This design comes from an exercise in tuning for small area and a short achievable clock period on the open sky130 flow, not from production work.
Only simulation tests tie the RTL to the original design; equivalence was not proved.
Power and IR drop assume default switching activity.

==> flow/design.v <==
package qsof_pkg;
    localparam int AMP_WIDTH_DEF = 32;
    localparam int N_QUBIT_DEF   = 5;
    typedef enum logic [1:0] {
        IDLE    = 2'd0,
        COLLECT = 2'd1,
        DONE    = 2'd2
    } collector_state_e;
    typedef struct packed {
        logic signed [AMP_WIDTH_DEF-1:0] re;
        logic signed [AMP_WIDTH_DEF-1:0] im;
    } amp_pair_t;
endpackage
module statevec_ram #(
    parameter int WIDTH  = 2 * qsof_pkg::AMP_WIDTH_DEF,
    parameter int ADDR_W = qsof_pkg::N_QUBIT_DEF
) (
    input  logic                  clk,
    input  logic [2**ADDR_W-1:0]  we_i,
    input  logic [WIDTH-1:0]      wdata_i,
    input  logic [2**ADDR_W-1:0]  rsel_i,
    output logic [WIDTH-1:0]      rdata_o
);
    localparam int DEPTH = 2 ** ADDR_W;
    logic [WIDTH-1:0] mem_q [DEPTH];
    always_ff @(posedge clk) begin
        for (int i = 0; i < DEPTH; i++) begin
            if (we_i[i]) begin
                mem_q[i] <= wdata_i;
            end
        end
    end
    always_comb begin
        rdata_o = '0;
        for (int i = 0; i < DEPTH; i++) begin
            rdata_o = rdata_o | (mem_q[i] & {WIDTH{rsel_i[i]}});
        end
    end
endmodule
module statevec_collector #(
    parameter int AMP_WIDTH = qsof_pkg::AMP_WIDTH_DEF,
    parameter int N_QUBIT   = qsof_pkg::N_QUBIT_DEF
) (
    input  logic                        clk,
    input  logic                        aclr,
    input  logic                        clk_en,
    input  logic                        start,
    input  logic                        valid_in,
    input  logic signed [AMP_WIDTH-1:0] amp_in_real,
    input  logic signed [AMP_WIDTH-1:0] amp_in_img,
    input  logic        [N_QUBIT-1:0]   state_in,
    input  logic                        rd_en,
    input  logic        [N_QUBIT-1:0]   rd_addr,
    output logic signed [AMP_WIDTH-1:0] rd_amp_real,
    output logic signed [AMP_WIDTH-1:0] rd_amp_img,
    output logic                        rd_valid,
    output logic        [N_QUBIT:0]     count,
    output logic                        busy,
    output logic                        frame_done,
    output logic                        dup_err,
    output logic                        stray_err
);
    localparam int DEPTH = 2 ** N_QUBIT;
    logic               busy_q;
    logic [DEPTH-1:0]   blk_q;
    logic [N_QUBIT:0]   count_q;
    logic               dup_q;
    logic               stray_q;
    logic               rd_valid_q;
    logic [2*AMP_WIDTH-1:0] rdata_q;
    logic [DEPTH-1:0]   wdec, rdec, we;
    logic               hit, last, clr;
    logic [2*AMP_WIDTH-1:0] wdata, rdata;
    always_comb begin
        for (int i = 0; i < DEPTH; i++) begin
            wdec[i] = (state_in == N_QUBIT'(i));
            rdec[i] = (rd_addr  == N_QUBIT'(i));
        end
    end
    assign clr   = aclr | (clk_en & start);
    assign hit   = |(wdec & blk_q);
    assign we    = {DEPTH{clr}} | ({DEPTH{clk_en & valid_in}} & wdec & ~blk_q);
    assign wdata = clr ? '0 : {amp_in_real, amp_in_img};
    assign last  = (count_q[N_QUBIT-1:0] == {N_QUBIT{1'b1}});
    always_ff @(posedge clk) begin
        if (aclr) begin
            busy_q     <= 1'b0;
            blk_q      <= '1;
            count_q    <= '0;
            dup_q      <= 1'b0;
            stray_q    <= 1'b0;
            rd_valid_q <= 1'b0;
        end else if (clk_en) begin
            rd_valid_q <= rd_en;
            if (start) begin
                busy_q  <= 1'b1;
                blk_q   <= '0;
                count_q <= '0;
                dup_q   <= 1'b0;
                stray_q <= 1'b0;
            end else if (valid_in) begin
                blk_q <= blk_q | wdec;
                if (!busy_q) begin
                    stray_q <= 1'b1;
                end else if (hit) begin
                    dup_q <= 1'b1;
                end else begin
                    count_q <= count_q + 1'b1;
                    if (last) busy_q <= 1'b0;
                end
            end
        end
    end
    always_ff @(posedge clk) begin
        if (clk_en & rd_en) begin
            rdata_q <= rdata;
        end
    end
    statevec_ram #(
        .WIDTH  (2 * AMP_WIDTH),
        .ADDR_W (N_QUBIT)
    ) u_ram (
        .clk     (clk),
        .we_i    (we),
        .wdata_i (wdata),
        .rsel_i  (rdec),
        .rdata_o (rdata)
    );
    assign rd_amp_real = rdata_q[2*AMP_WIDTH-1:AMP_WIDTH];
    assign rd_amp_img  = rdata_q[AMP_WIDTH-1:0];
    assign rd_valid    = rd_valid_q;
    assign count       = count_q;
    assign busy        = busy_q;
    assign frame_done  = count_q[N_QUBIT];
    assign dup_err     = dup_q;
    assign stray_err   = stray_q;
endmodule
==> flow/config.mk <==
export PLATFORM = sky130hd
export DESIGN_NAME = statevec_collector
export DESIGN_NICKNAME = statevec_collector
export VERILOG_FILES = /design/flow/design.v
export SDC_FILE = /design/flow/constraint.sdc
export NUM_CORES = 4
export LEC_CHECK = 0
export CAP_MARGIN = 20
export CORE_MARGIN = 2
export CORE_UTILIZATION = 55
export CTS_CLUSTER_DIAMETER = 100
export CTS_CLUSTER_SIZE = 24
export SETUP_SLACK_MARGIN = 0.9
export SLEW_MARGIN = 20
export TNS_END_PERCENT = 5
==> flow/constraint.sdc <==
create_clock -name core_clock -period 2.8 [get_ports {clk}]
set_input_delay 0.5600 -clock core_clock [delete_from_list [all_inputs] [get_ports {clk}]]
set_output_delay 0.5600 -clock core_clock [all_outputs]
set_load 0.01 [all_outputs]
run.sh (not shown) runs the stock make flow with config.mk's settings and CLKGATE_MAP_FILE= SYNTH_SCRIPT=/design/flow/synth_recipe.tcl, a recipe that flattens the netlist after the stock synthesis.
==> next run, changes <==
--- a/flow/design.v
+++ b/flow/design.v
@@ -112,8 +112,14 @@
         end
     end
+    logic [2*AMP_WIDTH-1:0] rhold_q;
+    logic                   rload;
+    assign rload = clk_en & rd_en;
     always_ff @(posedge clk) begin
-        if (clk_en & rd_en) begin
-            rdata_q <= rdata;
+        if (clk_en) begin
+            if (rd_en) rhold_q <= rdata;
         end
+    end
+    always_ff @(posedge clk) begin
+        rdata_q <= rload ? rdata : rhold_q;
     end
     statevec_ram #(
After rerunning:
- die area rose slightly
- wire length climbs slightly
- cell count grows by a few percent
- non-clock buffer count goes up by 19
- combinational power came out higher by a few percent
- synthesized area went up slightly
- global-route usage barely changes
- via count is higher by a few percent
- clock skew goes up by 0.0070 ns
- maximum frequency is lower by a few percent

## what the ideal ports hide
In the flow no input, the clock included, has a driving cell. The finished layouts below were timed again as built, in two steps.
Step 1 assumes that a clkbuf_16 drives the clock port and a buf_2 every other input.
Step 2 moves the port delays by t, midway between the first and last clock arrival at a register: inputs arrive t later, outputs are due t later. That takes back most of the time a late clock gives input paths.
Three values: ideal, step 1, step 2; two values: the first two.
run	t (ns)	slack for setup (ns)	latest minus earliest clock arrival (ns)	pins driven straight from the clock port
the first run	0.841	0.746 / 0.660 / 0.016	0.039 / 0.039	1
the second run	0.839	0.600 / 0.522 / -0.039	0.040 / 0.039	1
With both steps, setup timing fails in the second run, where it was met with ideal ports. The setup slack of the first run, which loses most, moves by -0.086 ns with the drivers and by -0.730 ns with both steps.
